What follows belongs to an exercise in optimizing a design on an open flow for small area and a short achievable clock period; a production flow would make more cautious choices.
At most, simulation tests tie the RTL to the original design; equivalence was not proved.
The RTL of run 1 was laid out without a check of its function.
No activity file was given, so power comes from the tool's default toggle rates.

==> flow/design.v <==
`timescale 1ns/100ps
package wb_pkg;
  localparam logic [1:0] size_byte  = 2'd0;
  localparam logic [1:0] size_word  = 2'd1;
  localparam logic [1:0] size_dword = 2'd2;
  localparam int unsigned cf_bit = 0;
  localparam int unsigned pf_bit = 2;
  localparam int unsigned af_bit = 4;
  localparam int unsigned zf_bit = 6;
  localparam int unsigned sf_bit = 7;
  localparam int unsigned df_bit = 10;
  localparam int unsigned of_bit = 11;
  localparam logic [31:0] flags_write_mask = (32'd1 << cf_bit) |
                                             (32'd1 << pf_bit) |
                                             (32'd1 << af_bit) |
                                             (32'd1 << zf_bit) |
                                             (32'd1 << sf_bit) |
                                             (32'd1 << df_bit) |
                                             (32'd1 << of_bit);
  typedef union packed {
    logic [31:0] raw;
    struct packed {
      logic [19:0] rsvd_hi;
      logic        of;
      logic        df;
      logic [1:0]  rsvd_9_8;
      logic        sf;
      logic        zf;
      logic        rsvd_5;
      logic        af;
      logic        rsvd_3;
      logic        pf;
      logic        rsvd_1;
      logic        cf;
    } named;
  } eflags_u;
endpackage
`timescale 1ns/100ps
module and_prefix #(
  parameter int N = 32
) (
  input  logic [N-1:0] x,
  output logic [N-1:0] p
);
  localparam int LV = $clog2(N);
  logic [LV:0][N-1:0] t;
  assign t[0] = x;
  for (genvar l = 0; l < LV; l++) begin : g_lv
    for (genvar i = 0; i < N; i++) begin : g_i
      if ((i >> l) & 1) begin : g_m
        assign t[l+1][i] = t[l][i] & t[l][((i >> l) << l) - 1];
      end else begin : g_k
        assign t[l+1][i] = t[l][i];
      end
    end
  end
  assign p = {t[LV][N-2:0], 1'b1};
endmodule
module cmps_repne_unit
(
  input  logic        clk,
  input  logic        rst,
  input  logic        v,
  input  logic        is_cmps_first,
  input  logic        is_cmps_second,
  input  logic        is_repne_first,
  input  logic        ld_count,
  input  logic        dir_flag,
  input  logic        zero_flag,
  input  logic [1:0]  datasize,
  input  logic [31:0] pointer,
  input  logic [31:0] count,
  output logic [31:0] next_pointer,
  output logic [31:0] first_pointer,
  output logic [31:0] next_count,
  output logic        repne_done
);
  logic [3:0]  lo;
  logic [2:0]  addend;
  logic        t;
  logic [28:0] g, gp;
  always_comb begin
    case (datasize)
      wb_pkg::size_byte: addend = dir_flag ? 3'b111 : 3'b001;
      wb_pkg::size_word: addend = dir_flag ? 3'b110 : 3'b010;
      default:           addend = 3'b100;
    endcase
  end
  assign lo = {1'b0, pointer[2:0]} + {1'b0, addend};
  assign t  = lo[3] ^ dir_flag;
  assign g  = pointer[31:3] ^ {29{dir_flag}};
  and_prefix #(.N(29)) ptr_pfx_i (.x(g), .p(gp));
  assign next_pointer = {pointer[31:3] ^ ({29{t}} & gp), lo[2:0]};
  logic [31:0] count_q;
  logic [31:0] count_base;
  logic [31:0] zp;
  always_ff @(posedge clk) begin
    if (rst) begin
      first_pointer <= '0;
    end else if (v && is_cmps_first) begin
      first_pointer <= next_pointer;
    end
  end
  assign count_base = is_repne_first ? count : count_q;
  and_prefix #(.N(32)) cnt_pfx_i (.x(~count_base), .p(zp));
  assign next_count = count_base ^ zp;
  always_ff @(posedge clk) begin
    if (rst) begin
      count_q <= '0;
    end else if (v && ld_count) begin
      count_q <= next_count;
    end
  end
  logic in_one, held_one;
  assign in_one   = (count == 32'd1);
  assign held_one = (count_q == 32'd1);
  assign repne_done = v && is_cmps_second &&
                      (zero_flag || (is_repne_first ? in_one : held_one));
endmodule
`timescale 1ns/100ps
module writeback_stage
(
  input  logic        clk,
  input  logic        rst,
  input  logic        wb_v,
  input  logic        ld_gpr1,
  input  logic        ld_gpr2,
  input  logic        ld_gpr3,
  input  logic        ld_flags,
  input  logic [31:0] flags_affected,
  input  logic [31:0] new_flags,
  input  logic [1:0]  datasize,
  input  logic [2:0]  dr1,
  input  logic [2:0]  dr2,
  input  logic [2:0]  dr3,
  output logic [7:0]  s3,
  output logic [7:0]  s2,
  output logic [7:0][2:0] s1,
  output logic [7:0][2:0] w,
  output logic [6:0]  fl_q       
);
  logic [2:0] lane;
  assign lane = {datasize[1], datasize != 2'd0, 1'b1};
  for (genvar r = 0; r < 8; r++) begin : g_sel
    logic h1, h2, h3;
    assign h3 = wb_v && ld_gpr3 && (dr3 == 3'(r));
    assign h2 = wb_v && ld_gpr2 && (dr2 == 3'(r));
    assign h1 = wb_v && ld_gpr1 && (dr1 == 3'(r));
    assign s3[r] = rst || h3;
    assign s2[r] = !rst && !h3 && h2;
    assign s1[r] = {3{!rst && !h3 && !h2 && h1}} & lane;
    assign w[r]  = {3{s3[r] | s2[r]}} | s1[r];
  end
  logic [6:0] fa, nf;
  assign fa = {flags_affected[11], flags_affected[10], flags_affected[7], flags_affected[6],
               flags_affected[4], flags_affected[2], flags_affected[0]};
  assign nf = {new_flags[11], new_flags[10], new_flags[7], new_flags[6],
               new_flags[4], new_flags[2], new_flags[0]};
  for (genvar f = 0; f < 7; f++) begin : g_fl
    always_ff @(posedge clk) begin
      if (rst) begin
        fl_q[f] <= 1'b0;
      end else if (wb_v && ld_flags && fa[f]) begin
        fl_q[f] <= nf[f];
      end
    end
  end
endmodule
`timescale 1ns/100ps
module gpr_wbit
(
  input  logic s1,
  input  logic s2,
  input  logic s3,
  input  logic w,
  input  logic d1n,
  input  logic d2n,
  input  logic d3n,
  input  logic q,
  output logic d
);
  assign d = (q | w) & ~((s1 & d1n) | (s2 & d2n) | (s3 & d3n));
endmodule
module gpr_slice
(
  input  logic        clk,
  input  logic        s3,       
  input  logic        s2,       
  input  logic [2:0]  s1,       
  input  logic [2:0]  w,        
  input  logic [31:0] d3n,
  input  logic [31:0] d2n,
  input  logic [31:0] d1n,
  output logic [31:0] q
);
  logic [31:0] d;
  for (genvar b = 0; b < 32; b++) begin : g_bit
    localparam int L = (b < 8) ? 0 : (b < 16) ? 1 : 2;
    gpr_wbit wbit_i (
      .s1  (s1[L]),
      .s2  (s2),
      .s3  (s3),
      .w   (w[L]),
      .d1n (d1n[b]),
      .d2n (d2n[b]),
      .d3n (d3n[b]),
      .q   (q[b]),
      .d   (d[b])
    );
  end
  always_ff @(posedge clk) begin
    q <= d;
  end
endmodule
`timescale 1ns/100ps
module gpr_rgrp3
(
  input  logic [2:0] sel,
  input  logic [2:0] d,
  output logic       y_n
);
  assign y_n = ~|(sel & d);
endmodule
module gpr_rgrp2
(
  input  logic [1:0] sel,
  input  logic [1:0] d,
  output logic       y_n
);
  assign y_n = ~|(sel & d);
endmodule
module gpr_rbit
(
  input  logic [7:0] sel,
  input  logic [7:0] d,
  output logic       y
);
  logic [2:0] g_n;
  gpr_rgrp3 grp0_i (.sel(sel[2:0]), .d(d[2:0]), .y_n(g_n[0]));
  gpr_rgrp3 grp1_i (.sel(sel[5:3]), .d(d[5:3]), .y_n(g_n[1]));
  gpr_rgrp2 grp2_i (.sel(sel[7:6]), .d(d[7:6]), .y_n(g_n[2]));
  assign y = ~&g_n;
endmodule
module gpr_read_port
(
  input  logic [7:0][31:0] reg_q,
  input  logic [7:0]       sel,
  output logic [31:0]      rd_data
);
  for (genvar b = 0; b < 32; b++) begin : g_bit
    gpr_rbit rbit_i (
      .sel (sel),
      .d   ({reg_q[7][b], reg_q[6][b], reg_q[5][b], reg_q[4][b],
             reg_q[3][b], reg_q[2][b], reg_q[1][b], reg_q[0][b]}),
      .y   (rd_data[b])
    );
  end
endmodule
`timescale 1ns/100ps
module wb_regfile_top #(
  parameter int ADDR_W = 3
) (
  input  logic              clk,
  input  logic              rst,
  input  logic              wb_v,
  input  logic              ld_gpr1,
  input  logic              ld_gpr2,
  input  logic              ld_gpr3,
  input  logic              dcache_write,
  input  logic              ld_flags,
  input  logic [31:0]       flags_affected,
  input  logic [31:0]       new_flags,
  input  logic              is_cmps_first,
  input  logic              is_cmps_second,
  input  logic              is_repne_first,
  input  logic [1:0]        datasize,
  input  logic [31:0]       alu_result,
  input  logic [31:0]       cmps_pointer,
  input  logic [31:0]       count,
  input  logic [31:0]       address,
  input  logic [ADDR_W-1:0] dr1,
  input  logic [ADDR_W-1:0] dr2,
  input  logic [ADDR_W-1:0] dr3,
  input  logic [ADDR_W-1:0] rd_addr_a,
  input  logic [ADDR_W-1:0] rd_addr_b,
  output logic [31:0]       rd_data_a,
  output logic [31:0]       rd_data_b,
  output logic [31:0]       flags,
  output logic              dcache_we,
  output logic [31:0]       dcache_data,
  output logic [31:0]       dcache_addr,
  output logic [1:0]        dcache_size,
  output logic              repne_done
);
  logic [7:0]       s3, s2;
  logic [7:0][2:0]  s1, w;
  logic [7:0]       sel_a, sel_b;
  logic [31:0]      d1n, d2n, d3n;
  logic [6:0]       fl_q;
  logic [31:0]      next_pointer, first_pointer, next_count;
  logic [31:0]      wd1, wz3;
  logic [7:0][31:0] reg_q;
  writeback_stage writeback_stage_i (
    .clk            (clk),
    .rst            (rst),
    .wb_v           (wb_v),
    .ld_gpr1        (ld_gpr1),
    .ld_gpr2        (ld_gpr2),
    .ld_gpr3        (ld_gpr3),
    .ld_flags       (ld_flags),
    .flags_affected (flags_affected),
    .new_flags      (new_flags),
    .datasize       (datasize),
    .dr1            (dr1),
    .dr2            (dr2),
    .dr3            (dr3),
    .s3             (s3),
    .s2             (s2),
    .s1             (s1),
    .w              (w),
    .fl_q           (fl_q)
  );
  cmps_repne_unit cmps_repne_unit_i (
    .clk            (clk),
    .rst            (rst),
    .v              (wb_v),
    .is_cmps_first  (is_cmps_first),
    .is_cmps_second (is_cmps_second),
    .is_repne_first (is_repne_first),
    .ld_count       (ld_gpr3),
    .dir_flag       (fl_q[5]),
    .zero_flag      (fl_q[3]),
    .datasize       (datasize),
    .pointer        (cmps_pointer),
    .count          (count),
    .next_pointer   (next_pointer),
    .first_pointer  (first_pointer),
    .next_count     (next_count),
    .repne_done     (repne_done)
  );
  assign wd1 = is_cmps_first ? first_pointer : alu_result;
  assign wz3 = rst ? 32'd0 : next_count;
  assign d1n = ~wd1;
  assign d2n = ~next_pointer;
  assign d3n = ~wz3;
  for (genvar i = 0; i < 8; i++) begin : g_gpr
    gpr_slice gpr_slice_i (
      .clk (clk),
      .s3  (s3[i]),
      .s2  (s2[i]),
      .s1  (s1[i]),
      .w   (w[i]),
      .d3n (d3n),
      .d2n (d2n),
      .d1n (d1n),
      .q   (reg_q[i])
    );
  end
  for (genvar i = 0; i < 8; i++) begin : g_sel
    assign sel_a[i] = (rd_addr_a == 3'(i));
    assign sel_b[i] = (rd_addr_b == 3'(i));
  end
  gpr_read_port read_a_i (.reg_q(reg_q), .sel(sel_a), .rd_data(rd_data_a));
  gpr_read_port read_b_i (.reg_q(reg_q), .sel(sel_b), .rd_data(rd_data_b));
  assign flags = {20'd0, fl_q[6], fl_q[5], 2'b00, fl_q[4], fl_q[3], 1'b0,
                  fl_q[2], 1'b0, fl_q[1], 1'b0, fl_q[0]};
  assign dcache_we   = wb_v && dcache_write;
  assign dcache_data = wd1;
  assign dcache_addr = address;
  assign dcache_size = datasize;
endmodule
==> flow/flow/run.sh <==
#!/bin/bash
# Layout flow: the standard flow, with two changes:
#  - synthesis runs synth_recipe.tcl unchanged except that abc maps the logic
#    with flow/abc.script (a plain area-recovering mapping) instead of ORFS's
#    speed script;
#  - the port buffers are the smallest buffer cell, left to the resizer to upsize.
set -euo pipefail
W=$PWD
cat > $W/my_synth.tcl <<EOS
proc abc {args} {
  set i [lsearch -exact \$args -script]
  if {\$i >= 0} { lset args [expr {\$i + 1}] $W/flow/abc.script }
  yosys abc {*}\$args
}
source $W/synth_recipe.tcl
EOS
ARGS=(SYNTH_SCRIPT=$W/my_synth.tcl "BUFFER_PORTS_ARGS=-buffer_cell sky130_fd_sc_hd__buf_1")
bash standard.sh "${ARGS[@]}" synth > $W/synth.log 2>&1
bash standard.sh "${ARGS[@]}" finish > $W/layout.log 2>&1
==> flow/flow/abc.script <==
&get -n
&st
&dch
&nf
&put
==> flow/standard.sh <==
#!/bin/bash
# synth_recipe.tcl (not shown) runs the flow's synth.tcl, then flattens the netlist and writes it again
# the make line also repeats each setting of config.mk as NAME=value (left out here)
make -C /OpenROAD-flow-scripts/flow DESIGN_CONFIG=/design/flow/config.mk WORK_HOME=/design/flow/orfs CLKGATE_MAP_FILE= SYNTH_SCRIPT=/design/flow/synth_recipe.tcl "${@:-finish}"
==> flow/config.mk <==
export PLATFORM = sky130hd
export DESIGN_NAME = wb_regfile_top
export DESIGN_NICKNAME = wb_regfile_top
export VERILOG_FILES = /design/flow/design.v
export SDC_FILE = /design/flow/constraint.sdc
export NUM_CORES = 4
export LEC_CHECK = 0
export CAP_MARGIN = 20
export CORE_MARGIN = 2
export CORE_UTILIZATION = 50
export SETUP_SLACK_MARGIN = 2.0
export SLEW_MARGIN = 20
export SYNTH_HIERARCHICAL = 1
==> flow/constraint.sdc <==
create_clock -name core_clock -period 5.5 [get_ports {clk}]
set_input_delay 1.1000 -clock core_clock [delete_from_list [all_inputs] [get_ports {clk}]]
set_output_delay 1.1000 -clock core_clock [all_outputs]
set_load 0.01 [all_outputs]
==> results of run 1 <==
## registers in the layout (all words and copies together) (netlist names)
| register | flops |
|---|---|
| g_gpr.gpr_slice_i.q | 256 |
| cmps_repne_unit_i.count_q | 32 |
| writeback_stage_i.fl_q | 7 |
| cmps_repne_unit_i.first_pointer | 32 |
## per-stage QoR
step	total power [mW]	cell area [sq um]	setup slack, ns	instances	hold slack (ns)
floorplan	3.754	18720	2.005	1895	0.4361
global placement	4.258	20470	0.8704	2611	0.4518
detailed placement	4.296	20480	0.8110	2612	0.4617
CTS	6.983	22860	1.799	2719	0.4690
global route	7.346	23650	1.731	2753	0.4909
finish	7.145	23660	1.797	2754	0.4686
## cell type report
class,instances,area [sq um],share of cell area (%)
clock buffers,58,1167,4.935
flip-flops and latches,327,6550,27.69
multi-input cells,1460,12280,51.92
diodes,3,7.507,0.03173
clock inverters,7,113.9,0.4813
well taps,468,585.6,2.475
inverters,45,192.7,0.8145
repair buffers,386,2756,11.65
## worst max-delay path, cell delays in order
cell and delay (ns):
clkbuf_16 0.17, buf_12 0.18, mux2i_4 0.30, nand4_1 0.18, nor4_4 0.34, a21oi_2 0.09
nor2_1 0.09, buf_2 0.13
## path summary, 6_finish.rpt
check | startpoint | end | slack [ns] | depth (start not counted)
worst min register to register | cmps_repne_unit_i.first_pointer[2]$_SDFFE_PP0P_ | cmps_repne_unit_i.first_pointer[2]$_SDFFE_PP0P_ | 0.47 | 2
worst min-delay path | cmps_repne_unit_i.first_pointer[2]$_SDFFE_PP0P_ | cmps_repne_unit_i.first_pointer[2]$_SDFFE_PP0P_ | 0.47 | 2
worst max register to register | writeback_stage_i.fl_q[5]$_SDFFE_PP0P_ | g_gpr[0].gpr_slice_i.q[31]$_DFF_P_ | 2.31 | 11
worst max-delay path | is_repne_first | repne_done | 1.80 | 8
## cells in the final DEF (no fill, tap or decap), drive strengths merged, types with 6 or more instances in the layout
cell type and n:
nand4 12, nand2b 34, and3 19, a221o 8
mux2i 103, nor4 8, nand2 26, o21a 285
a22oi 64, a221oi 8, and4 12, nor3b 35
nor3 38, a21o 8, xor2 57, buf 360
nand3 82, xnor2 33, o21ai 16, dfxtp 327
conb 27, nor2 121, and2 17, mux2 32
a222oi 384, inv 16, clkbuf 84, nor2b 6
clkinv 30, and3b 10
## layer usage
metal  vias to the layer above  track usage, %  part of all wire [%]
li1                       8820               -                     -
met1                     10300           54.90                    34
met2                      1960           68.83                    42
met3                       532           15.76                    16
met4                         6           25.53                   7.0
met5                         -               0                 0.041
## where the power goes
group	switching [mW]	leakage (nW)	internal, mW
Combinational	1.01	5.39	0.670
Clock	1.04	0.634	1.60
Sequential	0.201	2.74	2.63
Total	2.25	8.76	4.90
## repair_timing
item / CTS / global route
pin swaps: 103 / 115
setup endpoints to repair: 275 / 297
gates cloned: 7 / 6
resized for setup: 159 / 121
setup buffers: 35 / 26
==> summary.txt, run 1 <==
num rows 70; Critical Path Source Type input port; Top Ports 384; Tightest Pin Transition 1.335 ns; Clk Latency, worst-skew pair 0.55 ns; total CTS buffers 38; Max Slew Vio Count 0; pin count of the biggest net entering global routing 63; die area 0.03849 sq mm; # DRC 0; syn_area_per_cell 9.872 sq um; crit end category output pin; Hold Path Class flop to flop; maximum fanout along the worst path 8; crit path time final 3.703 ns; CTS H-tree lvls 2; FMAX 270.1 MHz; critical path arrival 2.60 ns; Placeable Area 0.03652 sq mm; average vias per placed instance 7.850; Max-slew headroom 10.43%; Detailed Place HPWL 51220 um; Clock Sinks 327; vias in the first global route 20310; maxcap violations 0; post-layout util 64.77%; Routed Antenna Nets 0; Final Hold Viols 0; Power Dens Cells 302.1 mW/mm^2; CTS tree done; GRT Total Usage 44.92%; status complete, no violations; area delta synth->final 28.08%; clock buffer depth 3; DR pass1 iterations 17; fraction of layout cells with a size suffix above 1 17.00%; Vias 21620; Nets 2482; Detailed Route Iter0 Violations 4580; Clock transition at path regs 0.06 ns; kind of critical path input port to output pin; Synth Instances 1871; Peak supply drop 0.0002210 V; total gr overflow 0; leakage power 8.761 nW; clk_skew 0.02087 ns; cts hold-fix bufs 0; # setup viols final 0; synthesized cell area 0.01847 sq mm; routed len/inst 33.86 um; DIE WIDTH 196.2 um; synth warn 9; port bufs 244; Routed WL 93250 um; fin crit share 67.33%; # fillers 3039; Root Buffer clkbuf_16; setup TNS 0 ns; first-pass GRT wire length 128800 um; initial antenna violation count 7; unrepaired setup endpoints after global routing yes; GPL Wtd Cong 0.9094; initial cell density of the core 50.57%; CP required 4.40 ns; chip height 196.2 um
==> inputs of run 2 (changes only) <==
--- a/flow/design.v
+++ b/flow/design.v
@@ -35,6 +35,12 @@
     } named;
   } eflags_u;
 endpackage
+module g_nor2 (input logic a, input logic b, output logic y);
+  assign y = ~(a | b);
+endmodule
+module g_nand2 (input logic a, input logic b, output logic y);
+  assign y = ~(a & b);
+endmodule
 `timescale 1ns/100ps
 module and_prefix #(
   parameter int N = 32
@@ -42,7 +48,7 @@
   input  logic [N-1:0] x,
   output logic [N-1:0] p
 );
-  localparam int LV = $clog2(N);
+  localparam int LV = (N > 16) ? 5 : (N > 8) ? 4 : (N > 4) ? 3 : (N > 2) ? 2 : 1;
   logic [LV:0][N-1:0] t;
   assign t[0] = x;
   for (genvar l = 0; l < LV; l++) begin : g_lv
@@ -56,6 +62,57 @@
   end
   assign p = {t[LV][N-2:0], 1'b1};
 endmodule
+module hold_bit
+(
+  input  logic s,
+  input  logic dn,
+  input  logic q,
+  output logic d
+);
+  assign d = (q | s) & ~(s & dn);
+endmodule
+module hold_bit_r
+(
+  input  logic s,
+  input  logic r,
+  input  logic dn,
+  input  logic q,
+  output logic d
+);
+  assign d = (q | s) & ~(s & dn) & ~r;
+endmodule
+module is_one
+(
+  input  logic [31:0] x,
+  output logic [1:0]  y_n
+);
+  logic [15:0] l1;
+  logic [7:0]  l2;
+  logic [3:0]  l3;
+  assign l1[0] = x[0] & ~x[1];
+  for (genvar i = 1; i < 16; i++) begin : g_l1
+    g_nor2 n_i (.a(x[2*i]), .b(x[2*i+1]), .y(l1[i]));
+  end
+  for (genvar i = 0; i < 8; i++) begin : g_l2
+    g_nand2 n_i (.a(l1[2*i]), .b(l1[2*i+1]), .y(l2[i]));
+  end
+  for (genvar i = 0; i < 4; i++) begin : g_l3
+    g_nor2 n_i (.a(l2[2*i]), .b(l2[2*i+1]), .y(l3[i]));
+  end
+  for (genvar i = 0; i < 2; i++) begin : g_l4
+    g_nand2 n_i (.a(l3[2*i]), .b(l3[2*i+1]), .y(y_n[i]));
+  end
+endmodule
+module repne_fin
+(
+  input  logic un,
+  input  logic wn,
+  input  logic p,
+  input  logic q,
+  output logic y
+);
+  assign y = ~((p | q | un) & wn);
+endmodule
 module cmps_repne_unit
 (
   input  logic        clk,
@@ -70,9 +127,9 @@
   input  logic [1:0]  datasize,
   input  logic [31:0] pointer,
   input  logic [31:0] count,
-  output logic [31:0] next_pointer,
+  output logic [31:0] next_pointer_n,   
   output logic [31:0] first_pointer,
-  output logic [31:0] next_count,
+  output logic [31:0] next_count_zn,    
   output logic        repne_done
 );
   logic [3:0]  lo;
@@ -90,32 +147,43 @@
   assign t  = lo[3] ^ dir_flag;
   assign g  = pointer[31:3] ^ {29{dir_flag}};
   and_prefix #(.N(29)) ptr_pfx_i (.x(g), .p(gp));
-  assign next_pointer = {pointer[31:3] ^ ({29{t}} & gp), lo[2:0]};
+  logic [31:0] next_pointer;
+  assign next_pointer   = {pointer[31:3] ^ ({29{t}} & gp), lo[2:0]};
+  assign next_pointer_n = ~next_pointer;
   logic [31:0] count_q;
   logic [31:0] count_base;
   logic [31:0] zp;
+  logic        ld_fp;
+  logic [31:0] fp_d;
+  assign ld_fp = v && is_cmps_first;
+  for (genvar b = 0; b < 32; b++) begin : g_fp
+    hold_bit_r fp_bit_i (.s(ld_fp), .r(rst), .dn(next_pointer_n[b]), .q(first_pointer[b]), .d(fp_d[b]));
+  end
   always_ff @(posedge clk) begin
-    if (rst) begin
-      first_pointer <= '0;
-    end else if (v && is_cmps_first) begin
-      first_pointer <= next_pointer;
-    end
+    first_pointer <= fp_d;
   end
   assign count_base = is_repne_first ? count : count_q;
   and_prefix #(.N(32)) cnt_pfx_i (.x(~count_base), .p(zp));
-  assign next_count = count_base ^ zp;
+  logic [31:0] next_count;
+  logic        ld_q;
+  assign next_count    = count_base ^ zp;
+  assign next_count_zn = ~next_count | {32{rst}};
+  assign ld_q = rst || (v && ld_count);
+  logic [31:0] cq_d;
+  for (genvar b = 0; b < 32; b++) begin : g_cq
+    hold_bit cq_bit_i (.s(ld_q), .dn(next_count_zn[b]), .q(count_q[b]), .d(cq_d[b]));
+  end
   always_ff @(posedge clk) begin
-    if (rst) begin
-      count_q <= '0;
-    end else if (v && ld_count) begin
-      count_q <= next_count;
-    end
+    count_q <= cq_d;
   end
-  logic in_one, held_one;
-  assign in_one   = (count == 32'd1);
-  assign held_one = (count_q == 32'd1);
-  assign repne_done = v && is_cmps_second &&
-                      (zero_flag || (is_repne_first ? in_one : held_one));
+  logic [1:0] in_one_n, held_one_n;
+  logic       u_n, w_n;
+  is_one in_one_i   (.x(count),   .y_n(in_one_n));
+  is_one held_one_i (.x(count_q), .y_n(held_one_n));
+  assign u_n = ~(v && is_cmps_second && is_repne_first);
+  assign w_n = ~(v && is_cmps_second &&
+                 (zero_flag || (!is_repne_first && held_one_n == 2'b00)));
+  repne_fin repne_fin_i (.un(u_n), .wn(w_n), .p(in_one_n[1]), .q(in_one_n[0]), .y(repne_done));
 endmodule
 `timescale 1ns/100ps
 module writeback_stage
@@ -256,6 +324,22 @@
     );
   end
 endmodule
+module wd1_mux
+(
+  input  logic        sel,
+  input  logic [31:0] a,
+  input  logic [31:0] b,
+  output logic [31:0] y
+);
+  assign y = sel ? a : b;
+endmodule
+module inv32
+(
+  input  logic [31:0] a,
+  output logic [31:0] y
+);
+  assign y = ~a;
+endmodule
 `timescale 1ns/100ps
 module wb_regfile_top #(
   parameter int ADDR_W = 3
@@ -297,8 +381,8 @@
   logic [7:0]       sel_a, sel_b;
   logic [31:0]      d1n, d2n, d3n;
   logic [6:0]       fl_q;
-  logic [31:0]      next_pointer, first_pointer, next_count;
-  logic [31:0]      wd1, wz3;
+  logic [31:0]      next_pointer_n, first_pointer, next_count_zn;
+  logic [31:0]      wd1;
   logic [7:0][31:0] reg_q;
   writeback_stage writeback_stage_i (
     .clk            (clk),
@@ -333,16 +417,15 @@
     .datasize       (datasize),
     .pointer        (cmps_pointer),
     .count          (count),
-    .next_pointer   (next_pointer),
+    .next_pointer_n (next_pointer_n),
     .first_pointer  (first_pointer),
-    .next_count     (next_count),
+    .next_count_zn  (next_count_zn),
     .repne_done     (repne_done)
   );
-  assign wd1 = is_cmps_first ? first_pointer : alu_result;
-  assign wz3 = rst ? 32'd0 : next_count;
-  assign d1n = ~wd1;
-  assign d2n = ~next_pointer;
-  assign d3n = ~wz3;
+  wd1_mux wd1_mux_i (.sel(is_cmps_first), .a(first_pointer), .b(alu_result), .y(wd1));
+  inv32 wd1_inv_i (.a(wd1), .y(d1n));
+  assign d2n = next_pointer_n;
+  assign d3n = next_count_zn;
   for (genvar i = 0; i < 8; i++) begin : g_gpr
     gpr_slice gpr_slice_i (
       .clk (clk),
--- a/flow/config.mk
+++ b/flow/config.mk
@@ -7,7 +7,8 @@
 export LEC_CHECK = 0
 export CAP_MARGIN = 20
 export CORE_MARGIN = 2
-export CORE_UTILIZATION = 50
-export SETUP_SLACK_MARGIN = 2.0
+export CORE_UTILIZATION = 45
+export CTS_BUF_LIST = sky130_fd_sc_hd__clkbuf_4 sky130_fd_sc_hd__clkbuf_8
+export SETUP_SLACK_MARGIN = 2.2
 export SLEW_MARGIN = 20
 export SYNTH_HIERARCHICAL = 1
==> summary.txt, run 2 <==
status complete, no violations; pin count of the biggest net entering global routing 57; fraction of layout cells with a size suffix above 1 16.80%; initial cell density of the core 45.34%; clk_skew 0.04236 ns; Vias 21410; # setup viols final 0; # fillers 3520; total CTS buffers 59; Clock Sinks 327; die area 0.04146 sq mm; maxcap violations 0; routed len/inst 31.05 um; DR pass1 iterations 17; Hold Path Class flop to flop; area delta synth->final 28.96%; Detailed Route Iter0 Violations 4883; Placeable Area 0.03955 sq mm; Top Ports 384; average vias per placed instance 7.485; DIE WIDTH 203.6 um; Multi-input gate area 0.01164 sq mm; crit end category output pin; Inst Count DP 2709; Detailed Place HPWL 50620 um; commonest non-fill, non-tap cell in the layout a222oi_1; Power Dens Cells 308.0 mW/mm^2; max reg flops 256; port bufs 244; initial antenna violation count 4; vias in the first global route 19670; setup TNS 0 ns; Max Slew Vio Count 0; CTS H-tree lvls 2; Nets 2516; syn_area_per_cell 9.498 sq um; num rows 73; chip height 203.6 um; CTS tree done; Routed Antenna Nets 0; GRT Total Usage 39.61%; Tightest Pin Transition 1.310 ns; unrepaired setup endpoints after global routing yes; kind of critical path input port to output pin; synthesized cell area 0.01793 sq mm; fin crit share 66.06%; Clock transition at path regs 0.06 ns; Routed WL 88810 um; CP required 4.40 ns; maximum fanout along the worst path 8; leakage power 8.318 nW; commonest non-fill, non-tap cells in the layout a222oi_1, dfxtp_1, o21a_1; total gr overflow 0; flip-flop and latch area 0.006550 sq mm; # DRC 0; first-pass GRT wire length 122500 um; Max-slew headroom 12.64%; Root Buffer clkbuf_8; GPL Wtd Cong 0.9008; Top reg by flops g_gpr.gpr_slice_i.q; Final Hold Viols 0; post-layout instance count excluding filler cells 2860; Critical Path Source Type input port; Synth Instances 1888; FMAX 275.2 MHz; crit path time final 3.634 ns; Clk Latency, worst-skew pair 0.70 ns; Top Registers g_gpr.gpr_slice_i.q (256), cmps_repne_unit_i.count_q (32), cmps_repne_unit_i.first_pointer (32); critical path arrival 2.53 ns; Peak supply drop 0.0002302 V; cts hold-fix bufs 0; synth warn 9; clock buffer depth 3
-- run 2: what timing repair did --
item	4_1_cts	5_1_grt
resized for setup	143	115
hold endpoints to repair	0	0
cloned	5	6
pin swaps	100	88
setup buffers	11	24
endpoints found under the setup margin	355	270
-- run 2: where the power goes --
part / switching [mW] / internal (mW) / leakage [nW]
clock: 1.11 / 1.44 / 0.673
combinational: 1.00 / 0.672 / 4.89
sequential: 0.230 / 2.67 / 2.75
total: 2.34 / 4.78 / 8.32
-- run 2: worst max-delay path, cell delays in order --
cell      delay (ns)
buf_12          0.11
and3b_4         0.26
buf_12          0.18
a222oi_1        0.45
nand3_1         0.22
buf_2           0.19
-- run 2: metrics by stage --
stage | instance area [sq um] | setup slack [ns] | util [%] | total power [mW] | hold slack (ns)
2_1_floorplan | 18230 | 2.207 | - | 3.833 | 0.4470
3_3_place_gp | 20120 | 1.073 | 50.86 | 4.349 | 0.4538
3_5_place_dp | 20130 | 1.030 | 50.89 | 4.394 | 0.4633
4_1_cts | 22170 | 1.943 | 56.05 | 6.966 | 0.4777
5_1_grt | 23120 | 1.851 | 58.46 | 7.330 | 0.4883
6_report | 23120 | 1.866 | 58.47 | 7.122 | 0.4796
-- run 2: layout make-up --
class                   count  share of cell area [%]
multi-input cells        1448                   50.35
diodes                      2                 0.02164
inverters                  75                   1.217
clock inverters             8                  0.4112
clock buffers              94                   5.108
well taps                 525                   2.841
repair buffers            381                   11.72
flip-flops and latches    327                   28.32
-- run 2: routing by layer --
layer | GRT usage [%] | share of wire [%]
met5 | 0.5952 | 0.18
met1 | 50.33 | 36
met2 | 58.95 | 42
met4 | 23.07 | 6.4
met3 | 12.40 | 16
-- run 2: worst paths after layout --
kind | start | to | slack (ns) | cells after the start
max reg2reg | writeback_stage_i.fl_q[5]$_SDFFE_PP0P_ | g_gpr[2].gpr_slice_i.q[31]$_DFF_P_ | 2.29 | 9
max | rd_addr_b[0] | rd_data_b[4] | 1.87 | 6
min | g_gpr[6].gpr_slice_i.q[9]$_DFF_P_ | g_gpr[6].gpr_slice_i.q[9]$_DFF_P_ | 0.48 | 1
min reg2reg | g_gpr[6].gpr_slice_i.q[9]$_DFF_P_ | g_gpr[6].gpr_slice_i.q[9]$_DFF_P_ | 0.48 | 1
==> inputs of run 3 (changes only) <==
--- a/flow/config.mk
+++ b/flow/config.mk
@@ -7,8 +7,11 @@
 export LEC_CHECK = 0
 export CAP_MARGIN = 20
 export CORE_MARGIN = 2
-export CORE_UTILIZATION = 45
+export CORE_UTILIZATION = 38
 export CTS_BUF_LIST = sky130_fd_sc_hd__clkbuf_4 sky130_fd_sc_hd__clkbuf_8
-export SETUP_SLACK_MARGIN = 2.2
+export CTS_CLUSTER_DIAMETER = 60
+export CTS_CLUSTER_SIZE = 12
+export SETUP_SLACK_MARGIN = 2.5
 export SLEW_MARGIN = 20
 export SYNTH_HIERARCHICAL = 1
+export TNS_END_PERCENT = 0
==> summary.txt, run 3 <==
dpl ws 0.8822 ns; total CTS buffers 36; status complete, no violations; critical path arrival 2.54 ns; critical path startpoint rd_addr_b[1]; CP required 4.40 ns; Area after DPL 0.02013 sq mm; leakage power 7.452 nW; Placeable Area 0.04656 sq mm; max reg flops 256; Top reg by flops g_gpr.gpr_slice_i.q; Top Ports 384; final instance area 0.02148 sq mm; # setup viols final 0; final setup margin 1.858 ns; kind of critical path input port to output pin; Inst Count DP 2769; Synth Instances 1888; # DRC 0; maxcap violations 0; unrepaired setup endpoints after global routing yes; Detailed Route Iter0 Violations 5354; worst r2r src writeback_stage_i.fl_q[5]$_SDFFE_PP0P_; Peak supply drop 0.0001396 V; Hold Worst Slack 0.4825 ns; GRT Total Usage 34.02%; clock buffer depth 3; commonest non-fill, non-tap cells in the layout a222oi_1, dfxtp_1, o21a_1; synthesized cell area 0.01793 sq mm; DR pass1 iterations 15; chip height 221.2 um; Max Slew Vio Count 0; routed len/inst 31.52 um; vias in the first global route 19620; GPL Wtd Cong 0.9062; Tightest Pin Transition 1.240 ns; CTS H-tree lvls 2; Nets 2439; setup TNS 0 ns; DIE WIDTH 221.2 um; Vias 20990; first-pass GRT wire length 126000 um; Critical Path Source Type input port; initial cell density of the core 38.52%; Routed Antenna Nets 0; Power Dens Cells 296.6 mW/mm^2; average vias per placed instance 7.391; Power Total 6.370 mW; Hold Path Class flop to flop; FMAX 274.6 MHz; Root Buffer clkbuf_8; synth warn 9; fraction of layout cells with a size suffix above 1 9.812%; die area 0.04894 sq mm; crit path time final 3.642 ns; cts hold-fix bufs 0; fin crit share 66.22%; total gr overflow 0; clk_skew 0.03357 ns; port bufs 244; worst hold start g_gpr[4].gpr_slice_i.q[18]$_DFF_P_; commonest non-fill, non-tap cell in the layout a222oi_1; Final Hold Viols 0; initial antenna violation count 8; post-layout util 46.14%; post-layout instance count excluding filler cells 2840; pin count of the biggest net entering global routing 65; Max-slew headroom 17.05%; num rows 79; area delta synth->final 19.78%; Clock transition at path regs 0.08 ns; CTS tree done; crit end category output pin; Clk Latency, worst-skew pair 0.64 ns; Detailed Place HPWL 52020 um; Routed WL 89510 um; maximum fanout along the worst path 32; syn_area_per_cell 9.498 sq um; Clock Sinks 327; Top Registers g_gpr.gpr_slice_i.q (256), cmps_repne_unit_i.count_q (32), cmps_repne_unit_i.first_pointer (32)
[run 3: timing repair]
action | CTS | global route
resized for setup | 70 | 23
pin swaps | 28 | 10
cloned | 8 | 2
endpoints found under the setup margin | 400 | 388
buffers inserted | 2 | 2
[run 3: worst max-delay path, stage by stage]
cell	delay, ns
buf_16	0.13
buf_4	0.14
nor3b_4	0.17
buf_6	0.40
a222oi_1	0.17
nand3_1	0.20
buf_1	0.19
[run 3: cell type report]
| class | count | area (sq um) |
|---|---|---|
| Sequential cell | 327 | 6548 |
| Inverter | 75 | 281.5 |
| Tap cell | 607 | 759.5 |
| Fill cell | 4528 | 25080 |
| Antenna cell | 1 | 2.502 |
| Timing Repair Buffer | 322 | 1762 |
| Clock inverter | 9 | 153.9 |
| Clock buffer | 46 | 620.6 |
| Multi-Input combinational cell | 1453 | 11350 |
[run 3: path summary, 6_finish.rpt]
kind,cells past startpoint,slack (ns),end
worst min-delay path,1,0.48,g_gpr[4].gpr_slice_i.q[18]$_DFF_P_
worst max register to register,9,2.12,g_gpr[6].gpr_slice_i.q[29]$_DFF_P_
worst max-delay path,7,1.86,rd_data_b[9]
worst min register to register,1,0.48,g_gpr[4].gpr_slice_i.q[18]$_DFF_P_
[run 3: metal layers]
layer  up-vias  GRT usage (%)  routed length [um]
met5         -              0                  63
met4        10          20.59                6304
met3       474          10.97               14050
met2      1892          50.29               37250
met1      9873          43.07               31840
li1       8742              -                   -
[run 3: report_power, final]
part           leakage [nW]  internal (mW)  total (mW)  switching, mW
clock network         0.395          0.925        1.89          0.968
registers              2.75           2.66        2.89          0.228
logic                  4.31          0.593        1.58          0.991
==> inputs of run 4 (changes only) <==
==> flow/flow/abc.script (replaced) <==
&get -n
&st
&dch -f
&nf -R 1000
&put
==> summary.txt, run 4 <==
Final Hold Viols 0; Top Ports 384; synthesized cell area 0.01781 sq mm; Critical Path Source Type input port; # DRC 0; Power Dens Cells 291.1 mW/mm^2; CTS H-tree lvls 2; total gr overflow 0; vias in the first global route 19410; Top Registers g_gpr.gpr_slice_i.q (256), cmps_repne_unit_i.count_q (32), cmps_repne_unit_i.first_pointer (32); Placeable Area 0.04636 sq mm; Clock transition at path regs 0.07 ns; Max Slew Vio Count 0; most used cell, CP buf_12; Worst Path Buf+Inv 3; DR pass1 iterations 17; max reg flops 256; total CTS buffers 36; Clk Latency, worst-skew pair 0.60 ns; first-pass GRT wire length 123500 um; crit path time final 3.686 ns; die area 0.04860 sq mm; chip height 220.5 um; critical path arrival 2.59 ns; # fillers 4503; Nets 2418; initial cell density of the core 38.41%; FMAX 271.3 MHz; crit-path max cell delay 0.35 ns; Max-slew headroom 17.20%; maximum fanout along the worst path 8; clock buffer depth 3; DIE WIDTH 220.5 um; fraction of layout cells with a size suffix above 1 11.00%; fin crit share 67.02%; kind of critical path input port to output pin; average vias per placed instance 7.217; GPL Wtd Cong 0.8875; status complete, no violations; leakage power 7.452 nW; CTS tree done; synth warn 9; Vias 20320; port bufs 244; GRT Total Usage 34.40%; Clock Sinks 327; Antenna diodes 0; Root Buffer clkbuf_8; # setup viols final 0; syn_area_per_cell 9.532 sq um; maxcap violations 0; Critical Path Slowest Stage Cell a222oi_1; Routed Antenna Nets 0; Reg2Reg Depth 11; area delta synth->final 20.67%; num rows 79; hold path cells 1; reg2reg setup slack 2.06 ns; Tightest Pin Transition 1.239 ns; Synth Instances 1868; CP Cell Sequence buf_12, and3b_2, buf_12, a222oi_1, nand3_1, buf_2; routed len/inst 31.09 um; Detailed Route Iter0 Violations 4819; pin count of the biggest net entering global routing 65; CP required 4.40 ns; unrepaired setup endpoints after global routing yes; clk_skew 0.02959 ns; setup TNS 0 ns; Crit path max-delay family simple AND/OR/NAND/NOR gates; Hold Path Class flop to flop; commonest non-fill, non-tap cells in the layout a222oi_1, dfxtp_1, o21a_1; Multi-input gate area 0.01133 sq mm; Peak supply drop 0.0001492 V; crit end category output pin; Top reg by flops g_gpr.gpr_slice_i.q; commonest non-fill, non-tap cell in the layout a222oi_1; Crit path depth 6; initial antenna violation count 5; Detailed Place HPWL 51040 um; flip-flop and latch area 0.006550 sq mm; post-layout util 46.35%; Routed WL 87560 um
==> run 4: worst reg2reg max path: cells and delay by family (launching register included) <==
family	cells	cell delay [ns]
flip-flops	1	0.56
AO/OA/AOI/OAI	2	0.55
XOR/XNOR	2	0.50
buffers and inverters	1	0.16
AND/OR/NAND/NOR	6	1.62
==> run 4: where the power goes <==
| group | switching (mW) | total [mW] | internal [mW] | leakage, nW |
|---|---|---|---|---|
| logic | 0.988 | 1.61 | 0.626 | 4.35 |
| registers | 0.233 | 2.90 | 2.67 | 2.75 |
| clock network | 0.958 | 1.74 | 0.778 | 0.349 |
| total | 2.18 | 6.25 | 4.08 | 7.45 |
==> run 4: final timing paths <==
path | from | to
worst min register to register | g_gpr[6].gpr_slice_i.q[10]$_DFF_P_ | g_gpr[6].gpr_slice_i.q[10]$_DFF_P_
worst max-delay path | rd_addr_a[0] | rd_data_a[15]
worst max register to register | writeback_stage_i.fl_q[5]$_SDFFE_PP0P_ | g_gpr[2].gpr_slice_i.q[31]$_DFF_P_
worst min-delay path | g_gpr[6].gpr_slice_i.q[10]$_DFF_P_ | g_gpr[6].gpr_slice_i.q[10]$_DFF_P_
==> run 4: layer usage <==
layer  wire [um]  track usage, %  vias to the layer above
met5          65               0                        -
met4        6380           22.08                       10
met3       12310           9.567                      470
met2       37900           53.47                     1682
met1       30900           41.86                     9688
li1            -               -                     8472
==> run 4: metrics by stage <==
stage	cell area, sq um	setup slack (ns)	instances	power (mW)	hold slack (ns)
global route	21490	1.832	2816	6.485	0.4973
global placement	20020	0.9452	2731	4.392	0.4544
CTS	21230	1.923	2806	6.189	0.4865
finish	21490	1.814	2816	6.254	0.4850
floorplan	18360	2.227	1892	3.883	0.4470
detailed placement	20070	0.8733	2733	4.445	0.4621
==> run 4: timing repair <==
| item | 4_1_cts | 5_1_grt |
|---|---|---|
| gates cloned | 6 | 2 |
| gates resized for setup | 63 | 38 |
| hold buffers | 0 | 0 |
| setup buffers | 14 | 6 |
| pin swaps | 32 | 13 |
| endpoints found under the setup margin | 389 | 394 |
==> run 4: cell type report <==
cell class                 instances  area share [%]
multi-input combinational       1454           52.74
sequential                       327           30.49
timing repair buffer             323           9.131
tap                              607           3.535
clock buffer                      43           2.638
inverter                          52          0.9259
clock inverter                    10          0.5474
==> inputs of run 5 (changes only) <==
==> flow/flow/abc.script (replaced) <==
&get -n
&st
&dch
&nf
&put
--- a/flow/config.mk
+++ b/flow/config.mk
@@ -10,7 +10,7 @@
 export CORE_UTILIZATION = 38
 export CTS_BUF_LIST = sky130_fd_sc_hd__clkbuf_4 sky130_fd_sc_hd__clkbuf_8
 export CTS_CLUSTER_DIAMETER = 60
-export CTS_CLUSTER_SIZE = 12
+export CTS_CLUSTER_SIZE = 16
 export SETUP_SLACK_MARGIN = 2.5
 export SLEW_MARGIN = 20
 export SYNTH_HIERARCHICAL = 1
==> summary.txt, run 5 <==
synth warn 9; hold path cells 1; Routed WL 90880 um; Clock transition at path regs 0.09 ns; die area 0.04894 sq mm; clk_skew 0.04918 ns; # DRC 0; Top reg by flops g_gpr.gpr_slice_i.q; worst r2r src writeback_stage_i.fl_q[5]$_SDFFE_PP0P_; CTS tree done; pin count of the biggest net entering global routing 65; Vias 21110; Routed Antenna Nets 0; num rows 79; initial antenna violation count 7; Critical Path Source Type input port; Top Registers g_gpr.gpr_slice_i.q (256), cmps_repne_unit_i.count_q (32), cmps_repne_unit_i.first_pointer (32); Area after DPL 0.02013 sq mm; Multi-input gate area 0.01135 sq mm; Clk Latency, worst-skew pair 0.68 ns; post-layout instance count excluding filler cells 2857; Peak supply drop 0.0001449 V; Worst Path Buf+Inv 4; DR pass1 iterations 17; cts hold-fix bufs 0; final setup margin 1.809 ns; GPL Wtd Cong 0.9062; GRT Total Usage 33.54%; Detailed Route Iter0 Violations 5221; maximum fanout along the worst path 32; final instance area 0.02176 sq mm; Nets 2448; CP required 4.40 ns; flip-flop and latch area 0.006548 sq mm; post-layout util 46.74%; Detailed Place HPWL 52020 um; dpl ws 0.8822 ns; Placeable Area 0.04656 sq mm; initial cell density of the core 38.52%; Power Total 6.311 mW; kind of critical path input port to output pin; Hold Worst Slack 0.4848 ns; CP Cell Sequence buf_16, buf_4, nor3b_4, buf_6, a222oi_1, nand3_1, buf_1; average vias per placed instance 7.389; Final Hold Viols 0; vias in the first global route 19530; Top Ports 384; routed len/inst 31.81 um; max reg flops 256; Crit path max-delay family buffers and inverters; worst reg2reg endpoint g_gpr[4].gpr_slice_i.q[29]$_DFF_P_; reg2reg setup slack 2.07 ns; CTS H-tree lvls 1; status complete, no violations; Power Dens Cells 290.1 mW/mm^2; Hold Path Class flop to flop; syn_area_per_cell 9.498 sq um; critical path arrival 2.59 ns; fraction of layout cells with a size suffix above 1 10.32%; Synth Instances 1888; fin crit share 67.11%; commonest non-fill, non-tap cells in the layout a222oi_1, dfxtp_1, o21a_1; chip height 221.2 um; clock buffer depth 3; unrepaired setup endpoints after global routing yes; Hold EP g_gpr[4].gpr_slice_i.q[18]$_DFF_P_; Critical Path Slowest Stage Cell buf_6; Root Buffer clkbuf_8; leakage power 7.573 nW; Reg2Reg Depth 9; crit path time final 3.691 ns; Clock Sinks 327; setup TNS 0 ns; Inst Count DP 2769; port bufs 244; total CTS buffers 31; crit-path max cell delay 0.41 ns; FMAX 270.9 MHz; worst hold start g_gpr[4].gpr_slice_i.q[18]$_DFF_P_; crit end category output pin; Tightest Pin Transition 1.271 ns; # fillers 4492; synthesized cell area 0.01793 sq mm; total gr overflow 0; first-pass GRT wire length 124900 um; Max Slew Vio Count 0; commonest non-fill, non-tap cell in the layout a222oi_1; DIE WIDTH 221.2 um; maxcap violations 0; area delta synth->final 21.34%; # setup viols final 0; Max-slew headroom 15.29%
## run 5: what timing repair did
item / in CTS / in global routing
pin swaps: 19 / 13
endpoints found under the setup margin: 398 / 386
gates cloned: 6 / 11
gates resized for setup: 54 / 51
setup buffers: 3 / 9
## run 5: final cells by class
cell class,count,area share [%]
clock buffers,37,2.283
clock inverters,20,1.127
diodes,2,0.02300
repair buffers,336,9.540
multi-input cells,1453,52.15
inverters,75,1.294
flip-flops and latches,327,30.09
well taps,607,3.491
## run 5: worst max path at each step
stage	startpoint	end	slack [ns]	depth (start not counted)
after floorplan	rd_addr_a[0]	rd_data_a[0]	2.26	3
after global placement	is_repne_first	g_gpr[6].gpr_slice_i.q[30]$_DFF_P_	0.92	10
after detailed placement	is_repne_first	g_gpr[2].gpr_slice_i.q[30]$_DFF_P_	0.88	10
after CTS	rd_addr_a[2]	rd_data_a[7]	1.90	6
after global routing	rd_addr_b[1]	rd_data_b[18]	1.87	7
final	rd_addr_b[0]	rd_data_b[18]	1.81	7
## run 5: power by group
part           switching, mW  internal [mW]
combinational           1.00          0.612
sequential             0.228           2.66
clock                  0.989          0.817
## run 5: per-layer routing
layer,vias to the layer above,track usage (%),share of wire [%]
met1,9936,43.20,36
met2,1901,50.41,42
li1,8759,-,-
met3,506,9.149,16
met5,-,0.3910,0.058
met4,8,19.14,7.2
==> inputs of run 6 (changes only) <==
--- a/flow/design.v
+++ b/flow/design.v
@@ -281,14 +281,6 @@
   end
 endmodule
 `timescale 1ns/100ps
-module gpr_rgrp3
-(
-  input  logic [2:0] sel,
-  input  logic [2:0] d,
-  output logic       y_n
-);
-  assign y_n = ~|(sel & d);
-endmodule
 module gpr_rgrp2
 (
   input  logic [1:0] sel,
@@ -297,17 +289,24 @@
 );
   assign y_n = ~|(sel & d);
 endmodule
+module gpr_nand4
+(
+  input  logic [3:0] a,
+  output logic       y
+);
+  assign y = ~&a;
+endmodule
 module gpr_rbit
 (
   input  logic [7:0] sel,
   input  logic [7:0] d,
   output logic       y
 );
-  logic [2:0] g_n;
-  gpr_rgrp3 grp0_i (.sel(sel[2:0]), .d(d[2:0]), .y_n(g_n[0]));
-  gpr_rgrp3 grp1_i (.sel(sel[5:3]), .d(d[5:3]), .y_n(g_n[1]));
-  gpr_rgrp2 grp2_i (.sel(sel[7:6]), .d(d[7:6]), .y_n(g_n[2]));
-  assign y = ~&g_n;
+  logic [3:0] g_n;
+  for (genvar i = 0; i < 4; i++) begin : g_grp
+    gpr_rgrp2 grp_i (.sel(sel[2*i+1:2*i]), .d(d[2*i+1:2*i]), .y_n(g_n[i]));
+  end
+  gpr_nand4 or_i (.a(g_n), .y(y));
 endmodule
 module gpr_read_port
 (
@@ -324,14 +323,14 @@
     );
   end
 endmodule
-module wd1_mux
+module wd1_muxi
 (
   input  logic        sel,
   input  logic [31:0] a,
   input  logic [31:0] b,
-  output logic [31:0] y
+  output logic [31:0] y_n
 );
-  assign y = sel ? a : b;
+  assign y_n = ~(sel ? a : b);
 endmodule
 module inv32
 (
@@ -422,8 +421,8 @@
     .next_count_zn  (next_count_zn),
     .repne_done     (repne_done)
   );
-  wd1_mux wd1_mux_i (.sel(is_cmps_first), .a(first_pointer), .b(alu_result), .y(wd1));
-  inv32 wd1_inv_i (.a(wd1), .y(d1n));
+  wd1_muxi wd1_mux_i (.sel(is_cmps_first), .a(first_pointer), .b(alu_result), .y_n(d1n));
+  inv32 wd1_inv_i (.a(d1n), .y(wd1));
   assign d2n = next_pointer_n;
   assign d3n = next_count_zn;
   for (genvar i = 0; i < 8; i++) begin : g_gpr
--- a/flow/config.mk
+++ b/flow/config.mk
@@ -10,8 +10,8 @@
 export CORE_UTILIZATION = 38
 export CTS_BUF_LIST = sky130_fd_sc_hd__clkbuf_4 sky130_fd_sc_hd__clkbuf_8
 export CTS_CLUSTER_DIAMETER = 60
-export CTS_CLUSTER_SIZE = 16
-export SETUP_SLACK_MARGIN = 2.5
+export CTS_CLUSTER_SIZE = 12
+export SETUP_SLACK_MARGIN = 2.2
 export SLEW_MARGIN = 20
 export SYNTH_HIERARCHICAL = 1
 export TNS_END_PERCENT = 0
==> summary.txt, run 6 <==
area delta synth->final 24.54%; setup TNS 0 ns; Detailed Place HPWL 53710 um; Detailed Route Iter0 Violations 4567; P_int 4.014 mW; commonest non-fill, non-tap cell in the layout dfxtp_1; CP Cell Sequence buf_4, and3b_4, clkbuf_16, a22oi_1, nand4_1, buf_1; die area 0.04948 sq mm; GPL Wtd Cong 0.9393; most crowded layer after global routing met2; crit end category output pin; crit-path max cell delay 0.44 ns; pin count of the biggest net entering global routing 62; hold path cells 1; leakage power 7.706 nW; total gr overflow 0; synthesized cell area 0.01813 sq mm; clk_skew 0.03784 ns; GRT Total Usage 34.57%; port bufs 244; Routed WL 92960 um; routed len/inst 31.44 um; Reg2Reg Depth 9; clock buffer depth 3; Top Ports 384; kind of critical path input port to output pin; total CTS buffers 34; fin crit share 64.24%; Placeable Area 0.04745 sq mm; Clk Latency, worst-skew pair 0.65 ns; worst reg2reg endpoint g_gpr[7].gpr_slice_i.q[31]$_DFF_P_; Hold Path Class flop to flop; Power Total 6.221 mW; synth warn 9; status complete, no violations; post-layout util 47.60%; worst r2r src writeback_stage_i.fl_q[5]$_SDFFE_PP0P_; Critical Path Slowest Stage Cell and3b_4; CTS H-tree lvls 2; Clock Sinks 327; commonest non-fill, non-tap cells in the layout dfxtp_1, a222oi_1, o21a_1; first-pass GRT wire length 128700 um; fraction of layout cells with a size suffix above 1 13.35%; average vias per placed instance 7.288; CTS tree done; Vias 21550; DR pass1 iterations 15; Routed Antenna Nets 0; DIE WIDTH 222.4 um; maximum fanout along the worst path 16; unrepaired setup endpoints after global routing yes; FMAX 283.0 MHz; syn_area_per_cell 9.289 sq um; Hold EP g_gpr[7].gpr_slice_i.q[4]$_DFF_P_; Top Registers g_gpr.gpr_slice_i.q (256), cmps_repne_unit_i.count_q (32), cmps_repne_unit_i.first_pointer (32); Max Slew Vio Count 0; Power Dens Cells 275.5 mW/mm^2; reg2reg setup slack 2.19 ns; logic gate share of total power 27.1%; Tightest Pin Transition 1.253 ns; critical path arrival 2.43 ns; Net Switching 2.207 mW; Synth Instances 1952; # DRC 0; Clock transition at path regs 0.07 ns; # setup viols final 0; Peak supply drop 0.0001277 V; max reg flops 256; crit path time final 3.533 ns; Root Buffer clkbuf_8; cts hold-fix bufs 0; Nets 2551; initial antenna violation count 12; num rows 80; maxcap violations 0; CP required 4.40 ns; Seq pwr share 46.6%; initial cell density of the core 38.22%; clock power share 26.3%; Top reg by flops g_gpr.gpr_slice_i.q; met2 usage 53.04%; chip height 222.4 um; GR Layer Usage met1 43.28%; Max-slew headroom 16.21%; Final Hold Viols 0; worst hold start g_gpr[7].gpr_slice_i.q[4]$_DFF_P_; Critical Path Source Type input port; vias in the first global route 20620; met3 Usage GRT 9.680%; switching share of power 35.48%
[run 6: how the worst max path moves through the flow]
stage                   startpoint                            endpoint  cells after the start
finish                rd_addr_a[2]                       rd_data_a[18]                      6
global placement    is_repne_first  g_gpr[4].gpr_slice_i.q[30]$_DFF_P_                     12
global route        is_repne_first  g_gpr[5].gpr_slice_i.q[31]$_DFF_P_                     13
floorplan             rd_addr_b[2]                        rd_data_b[0]                      3
CTS                   rd_addr_b[0]                       rd_data_b[29]                      6
detailed placement  is_repne_first  g_gpr[6].gpr_slice_i.q[31]$_DFF_P_                     12
[run 6: critical path: cells and delay by family]
| kind | cells | cell delay, ns |
|---|---|---|
| buffers and inverters | 3 | 0.63 |
| and+or+nand+nor | 2 | 0.61 |
| AOI/OAI and AO/OA | 1 | 0.09 |
[run 6: area by class of cell]
class / instances / area, sq um
Tap cell: 615 / 769.5
Inverter: 75 / 281.5
Clock inverter: 8 / 98.84
Fill cell: 4584 / 24860
Clock buffer: 38 / 498.0
Multi-Input combinational cell: 1511 / 11900
Timing Repair Buffer: 378 / 2471
Sequential cell: 327 / 6550
Antenna cell: 5 / 12.51
[run 6: what timing repair did]
item                                    in CTS  in global routing
cloned                                       1                 11
buffers inserted                            11                  1
hold endpoints to repair                     0                  0
pin swaps                                    7                 15
resized for setup                          124                 87
endpoints found under the setup margin     334                341
[run 6: power by group through the flow]
stage	Clock (mW)	Sequential [mW]	Combinational, mW
final	1.64	2.90	1.68
after floorplan	0	2.88	0.940
after global routing	1.71	2.94	1.77
after detailed placement	0	2.94	1.49
after CTS	1.63	2.89	1.56
after global placement	0	2.91	1.46
[run 6: layer usage]
layer  part of all wire, %  up-vias
met5                  0.14        -
met4                   7.6       13
met3                    15      552
met2                    42     1903
met1                    35    10180
li1                      -     8909
[run 6: stage by stage]
step | instances | worst slack, ns | hold slack (ns) | instance area [sq um]
floorplan | 1976 | 1.962 | 0.4499 | 18370
global placement | 2878 | 1.054 | 0.4577 | 20540
detailed placement | 2879 | 0.9463 | 0.4654 | 20550
CTS | 2937 | 2.012 | 0.4857 | 21860
global route | 2956 | 1.982 | 0.4974 | 22580
finish | 2957 | 1.967 | 0.4864 | 22580
==> inputs of run 7 (changes only) <==
--- a/flow/design.v
+++ b/flow/design.v
@@ -41,6 +41,15 @@
 module g_nand2 (input logic a, input logic b, output logic y);
   assign y = ~(a & b);
 endmodule
+module g_inv (input logic a, output logic y);
+  assign y = ~a;
+endmodule
+module g_nand3 (input logic a, input logic b, input logic c, output logic y);
+  assign y = ~(a & b & c);
+endmodule
+module g_mux2i (input logic s, input logic a1, input logic a0, output logic y);
+  assign y = ~(s ? a1 : a0);
+endmodule
 `timescale 1ns/100ps
 module and_prefix #(
   parameter int N = 32
@@ -132,10 +141,11 @@
   output logic [31:0] next_count_zn,    
   output logic        repne_done
 );
-  logic [3:0]  lo;
   logic [2:0]  addend;
+  logic [2:0]  lo;
+  logic [31:0] g;
+  logic [28:0] gp, x_hi;
   logic        t;
-  logic [28:0] g, gp;
   always_comb begin
     case (datasize)
       wb_pkg::size_byte: addend = dir_flag ? 3'b111 : 3'b001;
@@ -143,13 +153,15 @@
       default:           addend = 3'b100;
     endcase
   end
-  assign lo = {1'b0, pointer[2:0]} + {1'b0, addend};
-  assign t  = lo[3] ^ dir_flag;
-  assign g  = pointer[31:3] ^ {29{dir_flag}};
-  and_prefix #(.N(29)) ptr_pfx_i (.x(g), .p(gp));
-  logic [31:0] next_pointer;
-  assign next_pointer   = {pointer[31:3] ^ ({29{t}} & gp), lo[2:0]};
-  assign next_pointer_n = ~next_pointer;
+  assign lo = pointer[2:0] + addend;
+  assign g  = pointer ^ {32{dir_flag}};
+  assign t  = g[2] & (datasize[1] | g[1]) & (datasize[1] | datasize[0] | g[0]);
+  and_prefix #(.N(29)) ptr_pfx_i (.x(g[31:3]), .p(gp));
+  assign x_hi = pointer[31:3] ^ gp;
+  for (genvar b = 0; b < 29; b++) begin : g_np
+    g_mux2i np_i (.s(t), .a1(x_hi[b]), .a0(pointer[b+3]), .y(next_pointer_n[b+3]));
+  end
+  assign next_pointer_n[2:0] = ~lo;
   logic [31:0] count_q;
   logic [31:0] count_base;
   logic [31:0] zp;
@@ -339,7 +351,26 @@
 );
   assign y = ~a;
 endmodule
-`timescale 1ns/100ps
+module rd_decode
+(
+  input  logic [2:0] a,
+  output logic [7:0] sel
+);
+  logic [2:0] a_n;
+  logic [7:0] sel_n;
+  for (genvar i = 0; i < 3; i++) begin : g_c
+    g_inv inv_i (.a(a[i]), .y(a_n[i]));
+  end
+  for (genvar r = 0; r < 8; r++) begin : g_r
+    g_nand3 nand_i (
+      .a (r[0] ? a[0] : a_n[0]),
+      .b (r[1] ? a[1] : a_n[1]),
+      .c (r[2] ? a[2] : a_n[2]),
+      .y (sel_n[r])
+    );
+    g_inv drv_i (.a(sel_n[r]), .y(sel[r]));
+  end
+endmodule
 module wb_regfile_top #(
   parameter int ADDR_W = 3
 ) (
@@ -438,10 +469,8 @@
       .q   (reg_q[i])
     );
   end
-  for (genvar i = 0; i < 8; i++) begin : g_sel
-    assign sel_a[i] = (rd_addr_a == 3'(i));
-    assign sel_b[i] = (rd_addr_b == 3'(i));
-  end
+  rd_decode dec_a_i (.a(rd_addr_a), .sel(sel_a));
+  rd_decode dec_b_i (.a(rd_addr_b), .sel(sel_b));
   gpr_read_port read_a_i (.reg_q(reg_q), .sel(sel_a), .rd_data(rd_data_a));
   gpr_read_port read_b_i (.reg_q(reg_q), .sel(sel_b), .rd_data(rd_data_b));
   assign flags = {20'd0, fl_q[6], fl_q[5], 2'b00, fl_q[4], fl_q[3], 1'b0,
--- a/flow/config.mk
+++ b/flow/config.mk
@@ -11,7 +11,7 @@
 export CTS_BUF_LIST = sky130_fd_sc_hd__clkbuf_4 sky130_fd_sc_hd__clkbuf_8
 export CTS_CLUSTER_DIAMETER = 60
 export CTS_CLUSTER_SIZE = 12
-export SETUP_SLACK_MARGIN = 2.2
+export SETUP_SLACK_MARGIN = 2.8
 export SLEW_MARGIN = 20
 export SYNTH_HIERARCHICAL = 1
 export TNS_END_PERCENT = 0
==> summary.txt, run 7 <==
hold path cells 1; Clock Sinks 327; max reg flops 256; average vias per placed instance 7.351; Top Registers g_gpr.gpr_slice_i.q (256), cmps_repne_unit_i.count_q (32), cmps_repne_unit_i.first_pointer (32); Reg2Reg Depth 9; crit path time final 3.577 ns; Max-slew headroom 13.43%; FMAX 279.6 MHz; unrepaired setup endpoints after global routing yes; Detailed Place HPWL 53570 um; DR top layer met5; DIE WIDTH 223.5 um; initial antenna violation count 5; synth warn 9; dpl ws 0.8160 ns; Hold Path Class flop to flop; syn_area_per_cell 9.278 sq um; vias in the first global route 20690; Detailed Route Iter0 Violations 5493; Routed Antenna Nets 0; Top Ports 384; reg2reg setup slack 2.18 ns; worst r2r src writeback_stage_i.fl_q[5]$_SDFFE_PP0P_; Inst Count DP 2865; worst hold start g_gpr[4].gpr_slice_i.q[6]$_DFF_P_; Multi-input gate area 0.01209 sq mm; fraction of layout cells with a size suffix above 1 17.40%; critical path arrival 2.48 ns; flip-flop and latch area 0.006550 sq mm; commonest non-fill, non-tap cells in the layout dfxtp_1, a222oi_1, o21a_1; Synth Instances 1974; Power Dens Cells 279.2 mW/mm^2; routed len/inst 32.79 um; Vias 22420; kind of critical path input port to output pin; GPL Wtd Cong 0.8970; final setup margin 1.923 ns; CTS tree done; first-pass GRT wire length 138700 um; DR pass1 iterations 17; Top reg by flops g_gpr.gpr_slice_i.q; Critical Path Source Type input port; status complete, no violations; worst reg2reg endpoint g_gpr[0].gpr_slice_i.q[31]$_DFF_P_; area delta synth->final 30.74%; die area 0.04997 sq mm; # DRC 0; met3 wire length 16300 um; synthesized cell area 0.01831 sq mm; pin count of the biggest net entering global routing 65; port bufs 244; Clock transition at path regs 0.07 ns; CP required 4.40 ns; commonest non-fill, non-tap cell in the layout dfxtp_1; total CTS buffers 38; Clk Latency, worst-skew pair 0.67 ns; total gr overflow 0; wl on met1 34970 um; leakage power 8.522 nW; Routed WL 100000 um; crit end category output pin; Final Hold Viols 0; DR WL met2 40790 um; Nets 2634; Root Buffer clkbuf_8; Hold EP g_gpr[4].gpr_slice_i.q[6]$_DFF_P_; Max Slew Vio Count 0; clock buffer depth 3; post-layout instance count excluding filler cells 3050; CTS H-tree lvls 2; GRT Total Usage 37.88%; num rows 80; maximum fanout along the worst path 11; initial cell density of the core 38.44%; chip height 223.5 um; # setup viols final 0; maxcap violations 0; # fillers 4464; Peak supply drop 0.0001597 V; setup TNS 0 ns; fin crit share 65.03%; clk_skew 0.04456 ns; Tightest Pin Transition 1.294 ns; Placeable Area 0.04765 sq mm
==> run 7: metal layers <==
layer,vias up,GRT usage [%]
met1,10610,46.16
met4,8,23.74
met3,599,16.49
li1,9121,-
met5,-,2.346
met2,2079,54.39
==> run 7: worst max-delay path by stage <==
stage	from	endpoint	slack (ns)	depth (start not counted)
2_1_floorplan	is_repne_first	g_gpr[3].gpr_slice_i.q[29]$_DFF_P_	2.28	9
6_report	rd_addr_a[1]	rd_data_a[17]	1.92	7
3_5_place_dp	cmps_pointer[3]	g_gpr[6].gpr_slice_i.q[26]$_DFF_P_	0.82	9
4_1_cts	rd_addr_a[2]	rd_data_a[4]	2.11	8
5_1_grt	rd_addr_a[0]	rd_data_a[17]	2.00	7
3_3_place_gp	cmps_pointer[3]	g_gpr[4].gpr_slice_i.q[24]$_DFF_P_	0.94	9
==> run 7: per-stage QoR <==
stage	total power [mW]	util [%]	cell area, sq um	hold slack, ns
after floorplan	3.880	-	18590	0.4499
after global placement	4.437	43.05	20510	0.4569
after detailed placement	4.491	43.05	20510	0.4660
after CTS	6.511	48.55	23130	0.4855
after global routing	6.869	50.24	23940	0.5034
final	6.684	50.25	23940	0.4834
==> run 7: worst max-delay path, cell delays in order <==
cell and delay, ns:
buf_12 0.11, clkinv_8 0.07, nand3_4 0.13, clkinv_8 0.12, a22oi_1 0.27, nand4_1 0.37, buf_2 0.28
==> run 7: power by group <==
group          total [mW]  switching, mW  internal [mW]
combinational        1.85           1.14          0.713
clock                1.91           1.02          0.895
sequential           2.92          0.250           2.67
total                6.68           2.41           4.27
==> run 7: cell type report <==
cell class,instances,share of cell area (%)
Timing Repair inverter,21,1.735
Clock inverter,16,0.8727
Tap cell,615,3.214
Multi-Input combinational cell,1510,50.49
Sequential cell,327,27.36
Antenna cell,4,0.04180
Clock buffer,43,2.393
Timing Repair Buffer,416,11.29
Inverter,98,2.602
==> run 7: repair_timing <==
item | CTS | global route
buffers inserted | 40 | 57
hold buffers | 0 | 0
gates resized for setup | 219 | 42
pin swaps | 35 | 10
setup endpoints to repair | 403 | 408
gates cloned | 19 | 2

-- what the ideal ports hide --
How much do the figures lean on ideal ports? The routed layouts below were timed once more, with nothing changed but the port constraints.
Step 1, drivers: a clkbuf_16 drives clk and a buf_2 each remaining input, both assumed.
Step 2, shift: input delay + t, output delay - t, t = (earliest + latest rising clock arrival at the registers) / 2. This alone moves slack from input paths to output paths.
a / b / c = ideal ports / drivers / drivers and shift; a / b = the first two.
run	shift t [ns]	slack for setup (ns)	clock arrival spread, ns
run 1	0.592	1.797 / 1.630 / 1.386	0.024 / 0.024
run 2	0.729	1.866 / 1.798 / 1.539	0.052 / 0.052
run 3	0.675	1.858 / 1.783 / 1.333	0.033 / 0.034
run 4	0.647	1.814 / 1.735 / 1.320	0.037 / 0.037
run 5	0.706	1.809 / 1.689 / 1.346	0.049 / 0.050
run 6	0.683	1.967 / 1.939 / 1.479	0.048 / 0.048
run 7	0.701	1.923 / 1.841 / 1.467	0.055 / 0.054
After both steps setup and hold are still met in every run listed. The setup slack of run 3, which loses most, moves by -0.075 ns with the drivers and by -0.525 ns with both steps.
